From an optimization exercise on the open Yosys and OpenROAD flow, aimed at small area; shortcuts taken in it are not production practice.
RTL that was checked went through simulation tests only; none was proved equivalent to the original.

==> flow/design.v (excerpt) <==
module delay_calc_top (
    input  logic                                 clk,
    input  logic                                 reset,
    input  logic                                 start,
    input  logic signed [delay_pkg::coord_w-1:0] x_elem,
    input  logic signed [delay_pkg::coord_w-1:0] z_elem,
    input  logic signed [delay_pkg::coord_w-1:0] x_focus,
    input  logic signed [delay_pkg::coord_w-1:0] z_focus,
    input  logic        [delay_pkg::elem_w-1:0]  elem,
    output logic        [delay_pkg::delay_w-1:0] delay_out,
    output logic        [delay_pkg::elem_w-1:0]  elem_out,
    output logic                                 done
);
Size in the first run: about 760 cells after synthesis, ~90 I/O pins.
clock: 7.5 ns
lec_check: 0
cap_margin: 20
core_margin: 2
core_utilization: 40
gpl_timing_driven: 0
slew_margin: 20
standard.sh (not shown) runs the stock make flow with config.mk's settings and CLKGATE_MAP_FILE= SYNTH_SCRIPT=/design/flow/synth_recipe.tcl, a recipe that flattens the netlist after the stock synthesis.
==> flow/flow/run.sh <==
#!/bin/bash
set -euo pipefail
W=$PWD
{
  echo "include $W/config.mk"
  echo "export BUFFER_PORTS_ARGS = -buffer_cell sky130_fd_sc_hd__buf_1"
  echo "export CTS_ARGS = -sink_clustering_enable -repair_clock_nets -dont_use_dummy_load -buf_list sky130_fd_sc_hd__clkbuf_8"
  echo "export REMOVE_ABC_BUFFERS = 1"
} > "$W/own_config.mk"
sed "s#DESIGN_CONFIG=[^ ]*#DESIGN_CONFIG=$W/own_config.mk#" standard.sh > "$W/own_standard.sh"
bash "$W/own_standard.sh" > "$W/own_flow.log" 2>&1
Next try:
--- a/flow/design.v
+++ b/flow/design.v
@@ -169,13 +169,13 @@
     logic n288, n289, n290, n291, n292, n293, n294, n295, n296, n297, n298, n299;
     logic n300, n301, n302, n303, n304, n305, n306, n307, n308, n309, n310, n311;
     logic n312, n313, n314, n315, n316, n317, n318, n319, n320, n321, n322, n323;
     logic n324, n325, n326, n327, n328, n329, n330, n331, n332, n333, n334, n335;
     logic n336, n337, n338, n339, n340, n341, n342, n343, n344, n345, n346, n347;
     logic n348, n349, n350, n351, n352, n353, n354, n355, n356, n357, n358, n359;
-    logic n360, n361, n362, n363, n364, n365, n366, n367, n368, n369, n370, n371;
+    logic n360, n361, n362, n363, n364, n365;
     assign n0 = dx[0] & dx[1];
     assign n1 = dx[0] & dx[2];
     assign n2 = dx[0] & dx[3];
     assign n3 = dx[0] & dx[4];
     assign n4 = dx[0] & dx[5];
     assign n5 = dx[0] & dx[6];
@@ -512,43 +512,37 @@
     assign n336 = n295 ^ n296 ^ n335;
     assign n337 = (n295 & n296) | (n295 & n335) | (n296 & n335);
     assign n338 = n297 ^ n298 ^ n337;
     assign n339 = (n297 & n298) | (n297 & n337) | (n298 & n337);
     assign n340 = n299 ^ n300 ^ n339;
     assign n341 = (n299 & n300) | (n299 & n339) | (n300 & n339);
-    assign n342 = n301 ^ n302;
-    assign n343 = n301 & n302;
+    assign n342 = n301 ^ n302 ^ n341;
+    assign n343 = (n301 & n302) | (n301 & n341) | (n302 & n341);
     assign n344 = n303 ^ n304 ^ n343;
     assign n345 = (n303 & n304) | (n303 & n343) | (n304 & n343);
-    assign n346 = n305 ^ n306 ^ n345;
-    assign n347 = (n305 & n306) | (n305 & n345) | (n306 & n345);
+    assign n346 = n305 ^ n306;
+    assign n347 = n305 & n306;
     assign n348 = n307 ^ n308 ^ n347;
     assign n349 = (n307 & n308) | (n307 & n347) | (n308 & n347);
     assign n350 = n309 ^ n310 ^ n349;
     assign n351 = (n309 & n310) | (n309 & n349) | (n310 & n349);
     assign n352 = n273 ^ n311 ^ n351;
     assign n353 = (n273 & n311) | (n273 & n351) | (n311 & n351);
-    assign n354 = ~(n301 ^ n302);
-    assign n355 = n301 | n302;
-    assign n356 = n303 ^ n304 ^ n355;
-    assign n357 = (n303 & n304) | (n303 & n355) | (n304 & n355);
-    assign n358 = n305 ^ n306 ^ n357;
-    assign n359 = (n305 & n306) | (n305 & n357) | (n306 & n357);
-    assign n360 = n307 ^ n308 ^ n359;
-    assign n361 = (n307 & n308) | (n307 & n359) | (n308 & n359);
-    assign n362 = n309 ^ n310 ^ n361;
-    assign n363 = (n309 & n310) | (n309 & n361) | (n310 & n361);
-    assign n364 = n273 ^ n311 ^ n363;
-    assign n365 = (n273 & n311) | (n273 & n363) | (n311 & n363);
-    assign n366 = n341 ? n354 : n342;
-    assign n367 = n341 ? n356 : n344;
-    assign n368 = n341 ? n358 : n346;
-    assign n369 = n341 ? n360 : n348;
-    assign n370 = n341 ? n362 : n350;
-    assign n371 = n341 ? n364 : n352;
-    assign sum_sq = {n371, n370, n369, n368, n367, n366, n340, n338, n336, n334, n332, n330, n328, n326, n324, n322, n320, n318, n316, n314, n313, n312};
+    assign n354 = ~(n305 ^ n306);
+    assign n355 = n305 | n306;
+    assign n356 = n307 ^ n308 ^ n355;
+    assign n357 = (n307 & n308) | (n307 & n355) | (n308 & n355);
+    assign n358 = n309 ^ n310 ^ n357;
+    assign n359 = (n309 & n310) | (n309 & n357) | (n310 & n357);
+    assign n360 = n273 ^ n311 ^ n359;
+    assign n361 = (n273 & n311) | (n273 & n359) | (n311 & n359);
+    assign n362 = n345 ? n354 : n346;
+    assign n363 = n345 ? n356 : n348;
+    assign n364 = n345 ? n358 : n350;
+    assign n365 = n345 ? n360 : n352;
+    assign sum_sq = {n365, n364, n363, n362, n344, n342, n340, n338, n336, n334, n332, n330, n328, n326, n324, n322, n320, n318, n316, n314, n313, n312};
 endmodule
 `default_nettype wire
 `default_nettype none
 module isqrt_steps_0_6 (
     input  logic [15:0] t_in,
     output logic [7:0] r_out,
The changed run ran to the end with violations: negative setup slack; utilization climbs by 0.56 points; maximum frequency is lower by about 5%; worst hold slack got worse by 0.0053 ns; final cell count is about the same; clock-buffer cell count stays the same; wire length rose by about 3.8%; clock skew shrinks by 0.026 ns; die area is higher by 0.40%.
Function was not checked in any run of this note: the RTL went through the layout flow alone.

Setup of the previous run:
delay_calc_top, a different RTL version from the one above (not shown whole).
For scale: roughly 680 cells after synthesis, ~90 I/O pins.
clock: 7.5 ns
lec_check: 0
cap_margin: 20
core_margin: 2
core_utilization: 40
gpl_timing_driven: 0
slew_margin: 20
==> flow/flow/run.sh <==
#!/bin/bash
# Layout flow: the standard flow (standard.sh) with these changes to how the layout is
# made:
#  - after the standard synthesis, polarity.py re-balances the inverters around the
#    adder, xor and other complementable cells (registers and ports untouched);
#  - the port buffers are sky130_fd_sc_hd__buf_1 cells;
#  - clock tree synthesis adds no dummy loads and uses clkbuf_8 cells;
#  - the buffers ABC inserted are removed at floorplan (repair adds back what timing needs).
# Each tool's output goes to a log file in this folder (ORFS's own logs stay under orfs/logs).
set -euo pipefail
W=$PWD
{
  echo "include $W/config.mk"
  echo "export BUFFER_PORTS_ARGS = -buffer_cell sky130_fd_sc_hd__buf_1"
  echo "export CTS_ARGS = -sink_clustering_enable -repair_clock_nets -dont_use_dummy_load -buf_list sky130_fd_sc_hd__clkbuf_8"
  echo "export REMOVE_ABC_BUFFERS = 1"
} > "$W/own_config.mk"
sed "s#DESIGN_CONFIG=[^ ]*#DESIGN_CONFIG=$W/own_config.mk#" standard.sh > "$W/own_standard.sh"
bash "$W/own_standard.sh" synth > "$W/own_synth.log" 2>&1
R=$(ls -d "$W"/orfs/results/*/delay_calc_top/base)
openroad -python -exit "$W/flow/polarity.py" "$R/1_synth.odb" "$R/1_synth.odb" > "$W/own_polarity.log" 2>&1
bash "$W/own_standard.sh" > "$W/own_flow.log" 2>&1
Other scripts of this flow, unchanged in this note and not shown: flow/flow/polarity.py
--- input diff the previous run..the current run ---
--- a/flow/design.v
+++ b/flow/design.v
@@ -173,19 +173,19 @@
     logic n252, n253, n254, n255, n256, n257, n258, n259, n260, n261, n262, n263;
     logic n264, n265, n266, n267, n268, n269, n270, n271, n272, n273, n274, n275;
     logic n276, n277, n278, n279, n280, n281, n282, n283, n284, n285, n286, n287;
     logic n288, n289, n290, n291, n292, n293, n294, n295, n296, n297, n298, n299;
     logic n300, n301, n302, n303, n304, n305, n306, n307, n308, n309, n310, n311;
     logic n312, n313, n314, n315, n316, n317, n318, n319, n320, n321, n322, n323;
     logic n324, n325, n326, n327, n328, n329, n330, n331, n332, n333, n334, n335;
     logic n336, n337, n338, n339, n340, n341, n342, n343, n344, n345, n346, n347;
     logic n348, n349, n350, n351, n352, n353, n354, n355, n356, n357, n358, n359;
-    logic n360, n361, n362, n363, n364, n365, n366, n367, n368, n369, n370, n371;
+    logic n360, n361, n362, n363, n364, n365;
     assign n0 = dx[0] & dx[1];
     assign n1 = dx[0] & dx[2];
     assign n2 = dx[0] & dx[3];
     assign n3 = dx[0] & dx[4];
     assign n4 = dx[0] & dx[5];
     assign n5 = dx[0] & dx[6];
     assign n6 = dx[0] & dx[7];
     assign n7 = dx[0] & dx[8];
     assign n8 = dx[0] & dx[9];
@@ -516,49 +516,43 @@
     assign n333 = (n291 & n292) | (n291 & n331) | (n292 & n331);
     assign n334 = n293 ^ n294 ^ n333;
     assign n335 = (n293 & n294) | (n293 & n333) | (n294 & n333);
     assign n336 = n295 ^ n296 ^ n335;
     assign n337 = (n295 & n296) | (n295 & n335) | (n296 & n335);
     assign n338 = n297 ^ n298 ^ n337;
     assign n339 = (n297 & n298) | (n297 & n337) | (n298 & n337);
     assign n340 = n299 ^ n300 ^ n339;
     assign n341 = (n299 & n300) | (n299 & n339) | (n300 & n339);
-    assign n342 = n301 ^ n302;
-    assign n343 = n301 & n302;
+    assign n342 = n301 ^ n302 ^ n341;
+    assign n343 = (n301 & n302) | (n301 & n341) | (n302 & n341);
     assign n344 = n303 ^ n304 ^ n343;
     assign n345 = (n303 & n304) | (n303 & n343) | (n304 & n343);
-    assign n346 = n305 ^ n306 ^ n345;
-    assign n347 = (n305 & n306) | (n305 & n345) | (n306 & n345);
+    assign n346 = n305 ^ n306;
+    assign n347 = n305 & n306;
     assign n348 = n307 ^ n308 ^ n347;
     assign n349 = (n307 & n308) | (n307 & n347) | (n308 & n347);
     assign n350 = n309 ^ n310 ^ n349;
     assign n351 = (n309 & n310) | (n309 & n349) | (n310 & n349);
     assign n352 = n273 ^ n311 ^ n351;
     assign n353 = (n273 & n311) | (n273 & n351) | (n311 & n351);
-    assign n354 = ~(n301 ^ n302);
-    assign n355 = n301 | n302;
-    assign n356 = n303 ^ n304 ^ n355;
-    assign n357 = (n303 & n304) | (n303 & n355) | (n304 & n355);
-    assign n358 = n305 ^ n306 ^ n357;
-    assign n359 = (n305 & n306) | (n305 & n357) | (n306 & n357);
-    assign n360 = n307 ^ n308 ^ n359;
-    assign n361 = (n307 & n308) | (n307 & n359) | (n308 & n359);
-    assign n362 = n309 ^ n310 ^ n361;
-    assign n363 = (n309 & n310) | (n309 & n361) | (n310 & n361);
-    assign n364 = n273 ^ n311 ^ n363;
-    assign n365 = (n273 & n311) | (n273 & n363) | (n311 & n363);
-    assign n366 = n341 ? n354 : n342;
-    assign n367 = n341 ? n356 : n344;
-    assign n368 = n341 ? n358 : n346;
-    assign n369 = n341 ? n360 : n348;
-    assign n370 = n341 ? n362 : n350;
-    assign n371 = n341 ? n364 : n352;
-    assign sum_sq = {n371, n370, n369, n368, n367, n366, n340, n338, n336, n334, n332, n330, n328, n326, n324, n322, n320, n318, n316, n314, n313, n312};
+    assign n354 = ~(n305 ^ n306);
+    assign n355 = n305 | n306;
+    assign n356 = n307 ^ n308 ^ n355;
+    assign n357 = (n307 & n308) | (n307 & n355) | (n308 & n355);
+    assign n358 = n309 ^ n310 ^ n357;
+    assign n359 = (n309 & n310) | (n309 & n357) | (n310 & n357);
+    assign n360 = n273 ^ n311 ^ n359;
+    assign n361 = (n273 & n311) | (n273 & n359) | (n311 & n359);
+    assign n362 = n345 ? n354 : n346;
+    assign n363 = n345 ? n356 : n348;
+    assign n364 = n345 ? n358 : n350;
+    assign n365 = n345 ? n360 : n352;
+    assign sum_sq = {n365, n364, n363, n362, n344, n342, n340, n338, n336, n334, n332, n330, n328, n326, n324, n322, n320, n318, n316, n314, n313, n312};
 endmodule
 `default_nettype wire
 `default_nettype none
 module isqrt_steps_0_6 (
     input  logic [15:0] t_in,
     output logic [7:0] r_out,
     output logic [3:0] t_out,
     output logic [5:0] q_out
 );
The flow completed for the current run, but it is not clean: the layout still shows negative setup slack. Higher ratio of cells with drive above 1 in the final layout among the previous run and the current run: the current run. Cell count of the worst reg-to-reg path: the current run vs the previous run down 1. Between the current run and the previous run, the fraction of standard cell area in multi-input logic figures differ only marginally. There was hardly any difference in total congestion overflow after global routing between the current run and the previous run. Average wire per standard cell delta for the current run relative to the previous run: 6.3% higher. After detailed routing, the previous run needs less wire than the current run. Summary: with the previous run as the reference, area after detailed placement in the current run moved up slightly. Layout overhead on the synthesized area: the current run > the previous run. Taking the previous run as the reference, in the current run routed length on met3 saw an increase, wire length of the first global-routing pass rose 5.2%. Looking at utilization across the previous run and the current run, the one that comes out higher is the current run.
For the current run, only the layout was checked, not whether the RTL still works.

Another version of the RTL of delay_calc_top (not shown whole).
Size in the first run: ~90 I/O pins.
==> flow/config.mk <==
export PLATFORM = sky130hd
export DESIGN_NAME = delay_calc_top
export DESIGN_NICKNAME = delay_calc_top
export VERILOG_FILES = /design/flow/design.v
export SDC_FILE = /design/flow/constraint.sdc
export NUM_CORES = 4
export LEC_CHECK = 0
export CAP_MARGIN = 20
export CORE_MARGIN = 2
export CORE_UTILIZATION = 40
export GPL_TIMING_DRIVEN = 0
export SLEW_MARGIN = 20
==> flow/constraint.sdc <==
create_clock -name core_clock -period 7.5 [get_ports {clk}]
set_input_delay 1.5000 -clock core_clock [delete_from_list [all_inputs] [get_ports {clk}]]
set_output_delay 1.5000 -clock core_clock [all_outputs]
set_load 0.01 [all_outputs]
Scripts as last shown in full above: flow/flow/run.sh
Other scripts of this flow, unchanged in this note and not shown: flow/flow/polarity.py
The starting point finished with setup timing left.
Change:
--- a/flow/design.v
+++ b/flow/design.v
@@ -174,15 +174,17 @@
     logic n264, n265, n266, n267, n268, n269, n270, n271, n272, n273, n274, n275;
     logic n276, n277, n278, n279, n280, n281, n282, n283, n284, n285, n286, n287;
     logic n288, n289, n290, n291, n292, n293, n294, n295, n296, n297, n298, n299;
     logic n300, n301, n302, n303, n304, n305, n306, n307, n308, n309, n310, n311;
     logic n312, n313, n314, n315, n316, n317, n318, n319, n320, n321, n322, n323;
     logic n324, n325, n326, n327, n328, n329, n330, n331, n332, n333, n334, n335;
     logic n336, n337, n338, n339, n340, n341, n342, n343, n344, n345, n346, n347;
-    logic n348, n349, n350, n351, n352, n353;
+    logic n348, n349, n350, n351, n352, n353, n354, n355, n356, n357, n358, n359;
+    logic n360, n361, n362, n363, n364, n365, n366, n367, n368, n369, n370, n371;
+    logic n372, n373, n374, n375, n376, n377;
     assign n0 = dx[0] & dx[1];
     assign n1 = dx[0] & dx[2];
     assign n2 = dx[0] & dx[3];
     assign n3 = dx[0] & dx[4];
     assign n4 = dx[0] & dx[5];
     assign n5 = dx[0] & dx[6];
     assign n6 = dx[0] & dx[7];
@@ -513,31 +515,55 @@
     assign n331 = (n289 & n290) | (n289 & n329) | (n290 & n329);
     assign n332 = n291 ^ n292 ^ n331;
     assign n333 = (n291 & n292) | (n291 & n331) | (n292 & n331);
     assign n334 = n293 ^ n294 ^ n333;
     assign n335 = (n293 & n294) | (n293 & n333) | (n294 & n333);
     assign n336 = n295 ^ n296 ^ n335;
     assign n337 = (n295 & n296) | (n295 & n335) | (n296 & n335);
-    assign n338 = n297 ^ n298 ^ n337;
-    assign n339 = (n297 & n298) | (n297 & n337) | (n298 & n337);
+    assign n338 = n297 ^ n298;
+    assign n339 = n297 & n298;
     assign n340 = n299 ^ n300 ^ n339;
     assign n341 = (n299 & n300) | (n299 & n339) | (n300 & n339);
     assign n342 = n301 ^ n302 ^ n341;
     assign n343 = (n301 & n302) | (n301 & n341) | (n302 & n341);
     assign n344 = n303 ^ n304 ^ n343;
     assign n345 = (n303 & n304) | (n303 & n343) | (n304 & n343);
     assign n346 = n305 ^ n306 ^ n345;
     assign n347 = (n305 & n306) | (n305 & n345) | (n306 & n345);
     assign n348 = n307 ^ n308 ^ n347;
     assign n349 = (n307 & n308) | (n307 & n347) | (n308 & n347);
     assign n350 = n309 ^ n310 ^ n349;
     assign n351 = (n309 & n310) | (n309 & n349) | (n310 & n349);
     assign n352 = n273 ^ n311 ^ n351;
     assign n353 = (n273 & n311) | (n273 & n351) | (n311 & n351);
-    assign sum_sq = {n352, n350, n348, n346, n344, n342, n340, n338, n336, n334, n332, n330, n328, n326, n324, n322, n320, n318, n316, n314, n313, n312};
+    assign n354 = ~(n297 ^ n298);
+    assign n355 = n297 | n298;
+    assign n356 = n299 ^ n300 ^ n355;
+    assign n357 = (n299 & n300) | (n299 & n355) | (n300 & n355);
+    assign n358 = n301 ^ n302 ^ n357;
+    assign n359 = (n301 & n302) | (n301 & n357) | (n302 & n357);
+    assign n360 = n303 ^ n304 ^ n359;
+    assign n361 = (n303 & n304) | (n303 & n359) | (n304 & n359);
+    assign n362 = n305 ^ n306 ^ n361;
+    assign n363 = (n305 & n306) | (n305 & n361) | (n306 & n361);
+    assign n364 = n307 ^ n308 ^ n363;
+    assign n365 = (n307 & n308) | (n307 & n363) | (n308 & n363);
+    assign n366 = n309 ^ n310 ^ n365;
+    assign n367 = (n309 & n310) | (n309 & n365) | (n310 & n365);
+    assign n368 = n273 ^ n311 ^ n367;
+    assign n369 = (n273 & n311) | (n273 & n367) | (n311 & n367);
+    assign n370 = n337 ? n354 : n338;
+    assign n371 = n337 ? n356 : n340;
+    assign n372 = n337 ? n358 : n342;
+    assign n373 = n337 ? n360 : n344;
+    assign n374 = n337 ? n362 : n346;
+    assign n375 = n337 ? n364 : n348;
+    assign n376 = n337 ? n366 : n350;
+    assign n377 = n337 ? n368 : n352;
+    assign sum_sq = {n377, n376, n375, n374, n373, n372, n371, n370, n336, n334, n332, n330, n328, n326, n324, n322, n320, n318, n316, n314, n313, n312};
 endmodule
 `default_nettype wire
 `default_nettype none
 module isqrt_steps_0_6 (
     input  logic [15:0] t_in,
     output logic [7:0] r_out,
     output logic [3:0] t_out,
=>
- The changed run ran to the end with no violations
- utilization is lower by 0.80 points
- synthesized area grows slightly
- final area went down slightly
- clock skew came out higher by 3.8 ps
- routed wire length falls slightly
- sequential share of layout area stays flat
- clock-buffer cell count does not change
- worst setup slack improved by 1000 ps
- critical path depth shrinks by 3
- first-iteration DRC count shrinks by a quarter to a third
- synthesized cell count goes up by a few percent
No functional check of the RTL was part of any run of this note.

-- separate check: timing with driven ports --
No port has a modelled driver above. Below, the same layouts with a new extraction and two added sets of constraints.
Step 1: set_driving_cell puts a clkbuf_16 on clk and a buf_2 on each other input, an assumption about the parent block.
Step 2 moves the port delays by t, midway between the first and last clock arrival at a register: inputs arrive t later, outputs are due t later. That takes back most of the time a late clock gives input paths.
Slacks: no drivers / after step 1 / after step 2; pairs: no drivers / after step 1.
run | shift t [ns] | setup slack, ns | worst register clock-pin slew, ns | pins driven straight from the clock port
the first run of note 1 | 0.390 | 0.290 / 0.290 / -0.040 | 0.10 / 0.10 | 1
the second run of note 1 | 0.394 | -0.069 / -0.069 / -0.166 | 0.09 / 0.09 | 1
the previous run | 0.394 | 0.285 / 0.285 / 0.285 | 0.10 / 0.10 | 1
the current run | 0.392 | -0.010 / -0.010 / -0.010 | 0.09 / 0.09 | 1
the first run of note 3 | 0.393 | -0.608 / -0.608 / -0.608 | 0.09 / 0.09 | 1
the second run of note 3 | 0.399 | 0.394 / 0.394 / 0.394 | 0.09 / 0.09 | 1
With both steps, setup timing fails in the first run of note 1, where it was met with ideal ports. For the first run of note 1, which loses most, drivers alone change the setup slack by 0.000 ns; drivers and shift together by -0.330 ns.
